This is an optimization exercise on Yosys and OpenROAD, whose aim is small area and a short achievable clock period, not a production implementation.
The RTL was checked by simulation tests, not by an equivalence proof against the original design.
Power figures rest on the tool's default switching activity, not on a simulated workload.

## memoria_dados_nrisc
module memoria_dados_nrisc #(
  parameter int LARGURA_END = 8,
  parameter int LATENCIA    = 2
) (
  input  logic                   Clock,
  input  logic                   Reset_n,
  input  logic [LARGURA_END-1:0] EndMemDados,
  input  logic [7:0]             DadoEscritoMem,
  input  logic                   LerMem,
  input  logic                   EscMem,
  output logic [7:0]             DadoLidoMem,
  output logic                   Pronto,
  output logic                   Erro
  ,
  output logic [7:0]             PortaSaida
);
  logic ocioso_q, esp1_q, esp2_q, resp_q;
  logic [7:0] pos_q;
  logic [31:0] seln_q;             
  logic [7:0]  grp_q;              
  logic        porta_end_q;        
  logic [7:0]  slot_q;             
  logic [7:0]  dado_q;
  logic        ler_q, esc_q;
  logic [7:0] lido_q, porta_q;
  logic       erro_q;
  logic [7:0] r1_q [8];
  logic       wrp_q, rdp_q;
  logic [7:0] rdg_q;
  logic [7:0]  wga_q, wgan_q, wgb_q, wgbn_q;
  logic [15:0] wl_q, wln_q;
  logic [7:0] anel [256];
  logic [7:0] r1_d [8];
  logic [7:0] lido_d;
  logic       req, so_ler, so_esc, esc_mem, tarde;
  logic [5:0] soma_b;
  logic [2:0] soma_a0, soma_a1;
  logic [7:0] slot0;
  logic [7:0] grp_d;
  logic [6:0] wk;
  logic [7:0] wf, wfn;
  assign req     = LerMem | EscMem;
  assign so_ler  = ler_q & ~esc_q;
  assign so_esc  = esc_q & ~ler_q;
  assign esc_mem = so_esc & ~porta_end_q;
  assign soma_b  = {1'b0, EndMemDados[4:0]} + {1'b0, pos_q[4:0]};
  ...
For scale: ~6200 cells after synthesis, about 2300 flip-flops, roughly 38 I/O pins, about 71000 um2 of cells after synthesis.
clock: 4.0 ns
lec_check: 0
cap_margin: 20
core_margin: 2
core_utilization: 60
cts_cluster_diameter: 60
cts_cluster_size: 30
place_density: 0.7
setup_slack_margin: 1.8
slew_margin: 50
run.sh (not shown) runs the stock make flow with config.mk's settings and CLKGATE_MAP_FILE= SYNTH_SCRIPT=/design/flow/synth_recipe.tcl, a recipe that flattens the netlist after the stock synthesis.
==> next run, changes <==
--- a/flow/config.mk
+++ b/flow/config.mk
@@ -15 +15,2 @@
-export SLEW_MARGIN = 50
+export SLEW_MARGIN = 65
+export TNS_END_PERCENT = 20
Cell area rises slightly. Core utilization rises by 1.3 points. Area after synthesis stays the same. Total power rises slightly. Clock-buffer cell count falls by 6. Register-to-register slack improved by 100 ps.
==> next run, changes <==
--- a/flow/config.mk
+++ b/flow/config.mk
@@ -10 +10 @@
-export CORE_UTILIZATION = 60
+export CORE_UTILIZATION = 55
@@ -13 +13 @@
-export PLACE_DENSITY = 0.7
+export PLACE_DENSITY = 0.65
@@ -16 +15,0 @@
-export TNS_END_PERCENT = 20
Power rose by 0.65%.
Critical path depth climbs by 7.
Setup slack stays flat.
First-iteration DRC count fell by 1.5%.
Clock-buffer cell count decreases by 2.
==> next run, changes <==
--- a/flow/config.mk
+++ b/flow/config.mk
@@ -8 +8 @@
-export CAP_MARGIN = 20
+export CAP_MARGIN = 60
@@ -10 +10 @@
-export CORE_UTILIZATION = 55
+export CORE_UTILIZATION = 60
@@ -13 +13 @@
-export PLACE_DENSITY = 0.65
+export PLACE_DENSITY = 0.7
What happened: The new run went through all stages and came out clean. Global-route usage rose by 2.8 points. Via count barely changes. Wire length went down by a few percent. Worst setup slack improves by 7.7 ps. Area after synthesis does not change. Core utilization climbs by 5.2 points.

## v6
The RTL this note starts from:
==> flow/design.v <==
module memoria_dados_nrisc #(
  parameter int LARGURA_END = 8,
  parameter int LATENCIA    = 2
) (
  input  logic                   Clock,
  input  logic                   Reset_n,
  input  logic [LARGURA_END-1:0] EndMemDados,
  input  logic [7:0]             DadoEscritoMem,
  input  logic                   LerMem,
  input  logic                   EscMem,
  output logic [7:0]             DadoLidoMem,
  output logic                   Pronto,
  output logic                   Erro
  ,
  output logic [7:0]             PortaSaida
);
  logic ocioso_q, esp1_q, esp2_q, resp_q;
  logic [7:0] pos_q;
  logic [31:0] seln_q;             
  logic [7:0]  grp_q;              
  logic        porta_end_q;        
  logic [7:0]  slot_q;             
  logic [7:0]  dado_q;
  logic        ler_q, esc_q;
  logic [7:0] lido_q, porta_q;
  logic       erro_q;
  logic [7:0] r1_q [8];
  logic       wrp_q, rdp_q;
  logic [7:0] rdg_q;
  logic [7:0]  wga_q, wgan_q, wgb_q, wgbn_q;
  logic [15:0] wl_q, wln_q;
  logic [7:0] anel [256];
  logic [7:0] r1_d [8];
  logic [7:0] lido_d;
  logic       req, so_ler, so_esc, esc_mem, tarde;
  logic [5:0] soma_b;
  logic [2:0] soma_a0, soma_a1;
  logic [7:0] slot0;
  logic [7:0] grp_d;
  logic [6:0] wk;
  logic [7:0] wf, wfn;
  assign req     = LerMem | EscMem;
  assign so_ler  = ler_q & ~esc_q;
  assign so_esc  = esc_q & ~ler_q;
  assign esc_mem = so_esc & ~porta_end_q;
  assign soma_b  = {1'b0, EndMemDados[4:0]} + {1'b0, pos_q[4:0]};
  assign soma_a0 = EndMemDados[7:5] + pos_q[7:5];
  assign soma_a1 = EndMemDados[7:5] + pos_q[7:5] + 3'd1;
  assign slot0   = {soma_b[5] ? soma_a1 : soma_a0, soma_b[4:0]};
  always_comb
    for (int g = 0; g < 8; g++)
      grp_d[g] = soma_b[5] ? (soma_a1 == 3'(g)) : (soma_a0 == 3'(g));
  assign tarde = slot_q[0];
  assign wk    = 7'((9'(slot_q) + 9'd3) >> 1);
  always_ff @(posedge Clock or negedge Reset_n) begin
    if (!Reset_n) begin
      ocioso_q <= 1'b1;
      esp1_q   <= 1'b0;
      esp2_q   <= 1'b0;
      resp_q   <= 1'b0;
      erro_q   <= 1'b0;
      lido_q   <= '0;
      porta_q  <= '0;
      wrp_q    <= 1'b0;
      rdp_q    <= 1'b0;
      rdg_q    <= '0;
      wga_q    <= '0;
      wgan_q   <= '1;
    end else begin
      ocioso_q <= ~((ocioso_q & req) | esp1_q | esp2_q);
      esp1_q   <= ocioso_q & req;
      esp2_q   <= esp1_q;
      resp_q   <= esp2_q;
      erro_q   <= esp2_q & ler_q & esc_q;
      lido_q   <= lido_d;
      if (wrp_q)
        porta_q <= dado_q;
      wrp_q    <= esp1_q & so_esc & porta_end_q;
      rdp_q    <= esp1_q & so_ler & porta_end_q;
      for (int g = 0; g < 8; g++)
        rdg_q[g] <= esp1_q & so_ler & ~porta_end_q & grp_q[g];
      for (int i = 0; i < 8; i++) begin
        wga_q[i]  <=   esp1_q & esc_mem & ~tarde & (wk[6:4] == 3'(i));
        wgan_q[i] <= ~(esp1_q & esc_mem & ~tarde & (wk[6:4] == 3'(i)));
      end
    end
  end
  always_ff @(posedge Clock) begin
    pos_q <= pos_q + 8'd1;
    if (ocioso_q) begin
      for (int k = 0; k < 32; k++)
        seln_q[k] <= (slot0[4:0] != 5'(k));
      grp_q       <= grp_d;
      slot_q      <= slot0;
      porta_end_q <= &EndMemDados;
      dado_q      <= DadoEscritoMem;
      ler_q       <= LerMem;
      esc_q       <= EscMem;
    end
    for (int g = 0; g < 8; g++)
      r1_q[g] <= r1_d[g];
    for (int i = 0; i < 8; i++) begin
      wgb_q[i]  <=   esp2_q & esc_mem & tarde & (wk[6:4] == 3'(i));
      wgbn_q[i] <= ~(esp2_q & esc_mem & tarde & (wk[6:4] == 3'(i)));
    end
    for (int j = 0; j < 16; j++) begin
      wl_q[j]  <=   wk[3:0] == 4'(j);
      wln_q[j] <= ~(wk[3:0] == 4'(j));
    end
  end
  assign wf  = wga_q | wgb_q;
  assign wfn = wgan_q & wgbn_q;
  for (genvar p = 0; p < 256; p++) begin : g_anel
    if (p % 2 == 1) begin : g_passa
      always_ff @(posedge Clock)
        anel[p] <= anel[p-1];
    end else begin : g_porta_esc
      localparam int K = p / 2;
      logic we, keep;
      assign we   = wf[K >> 4] & wl_q[K & 15];
      assign keep = wfn[K >> 4] | wln_q[K & 15];
      always_ff @(posedge Clock)
        anel[p] <= ({8{we}} & dado_q) | ({8{keep}} & anel[(p + 255) % 256]);
    end
  end
  always_comb
    for (int g = 0; g < 8; g++) begin
      r1_d[g] = '1;
      for (int k = 0; k < 32; k++)
        r1_d[g] = r1_d[g] & ({8{seln_q[k]}} | anel[g*32 + k]);
    end
  always_comb begin
    lido_d = {8{rdp_q}} & porta_q;
    for (int g = 0; g < 8; g++)
      lido_d = lido_d | ({8{rdg_q[g]}} & r1_q[g]);
  end
  assign DadoLidoMem = lido_q;
  assign Pronto      = resp_q;
  assign Erro        = erro_q;
  assign PortaSaida  = porta_q;
endmodule
==> flow/config.mk <==
export PLATFORM = sky130hd
export DESIGN_NAME = memoria_dados_nrisc
export DESIGN_NICKNAME = memoria_dados_nrisc
export VERILOG_FILES = /design/flow/design.v
export SDC_FILE = /design/flow/constraint.sdc
export NUM_CORES = 4
export LEC_CHECK = 0
export CAP_MARGIN = 40
export CORE_MARGIN = 2
export CORE_UTILIZATION = 60
export CTS_CLUSTER_DIAMETER = 60
export CTS_CLUSTER_SIZE = 30
export PLACE_DENSITY = 0.7
export SETUP_SLACK_MARGIN = 1.8
export SLEW_MARGIN = 65
==> flow/constraint.sdc <==
create_clock -name core_clock -period 4.0 [get_ports {Clock}]
set_input_delay 0.8000 -clock core_clock [delete_from_list [all_inputs] [get_ports {Clock}]]
set_output_delay 0.8000 -clock core_clock [all_outputs]
set_load 0.01 [all_outputs]
[inputs] v7 vs v6
Settings: swapping 40 for 20 in CAP_MARGIN; swapping 65 for 20 in SLEW_MARGIN.
[summary]
The combinational power in v7 sits 11% below the value recorded for v6.
Delta (v7 minus v6): area of all sequential standard cells closely matched the old numbers, met2 wire length went down.
Minimum clock period after layout (lower): v6
After detailed routing, v6 needs more wire than v7.

-- port drivers added, routing unchanged --
The results above use ideal ports. As a check the final layouts listed here were re-extracted and re-timed, cells and wires unchanged.
Step 1 sets driving cells, clkbuf_16 on the clock port and buf_2 on the other inputs (assumed; they add their load-dependent delay and slew).
Step 2 also shifts input and output timing later by t, the mid clock arrival at the registers, as if the neighbouring blocks saw the same clock.
Three values: ideal ports, drivers, drivers and shift; two values: the first two.
| run | t, ns | setup WS [ns] | worst data-port slew with drivers (ns) |
|---|---|---|---|
| the first run of note 1 | 0.875 | 1.699 / 1.699 / 1.042 | 0.07 |
| the second run of note 1 | 0.875 | 1.780 / 1.698 / 1.035 | 0.05 |
| the third run of note 1 | 0.889 | 1.782 / 1.717 / 1.051 | 0.04 |
| the fourth run of note 1 | 0.885 | 1.790 / 1.716 / 1.023 | 0.06 |
| v6 | 0.851 | 1.794 / 1.720 / 1.035 | 0.06 |
| v7 | 0.871 | 1.556 / 1.556 / 0.982 | 0.07 |
After both steps every run listed still meets setup and hold. The setup slack of the fourth run of note 1, which loses most, moves by -0.074 ns with the drivers and by -0.767 ns with both steps.
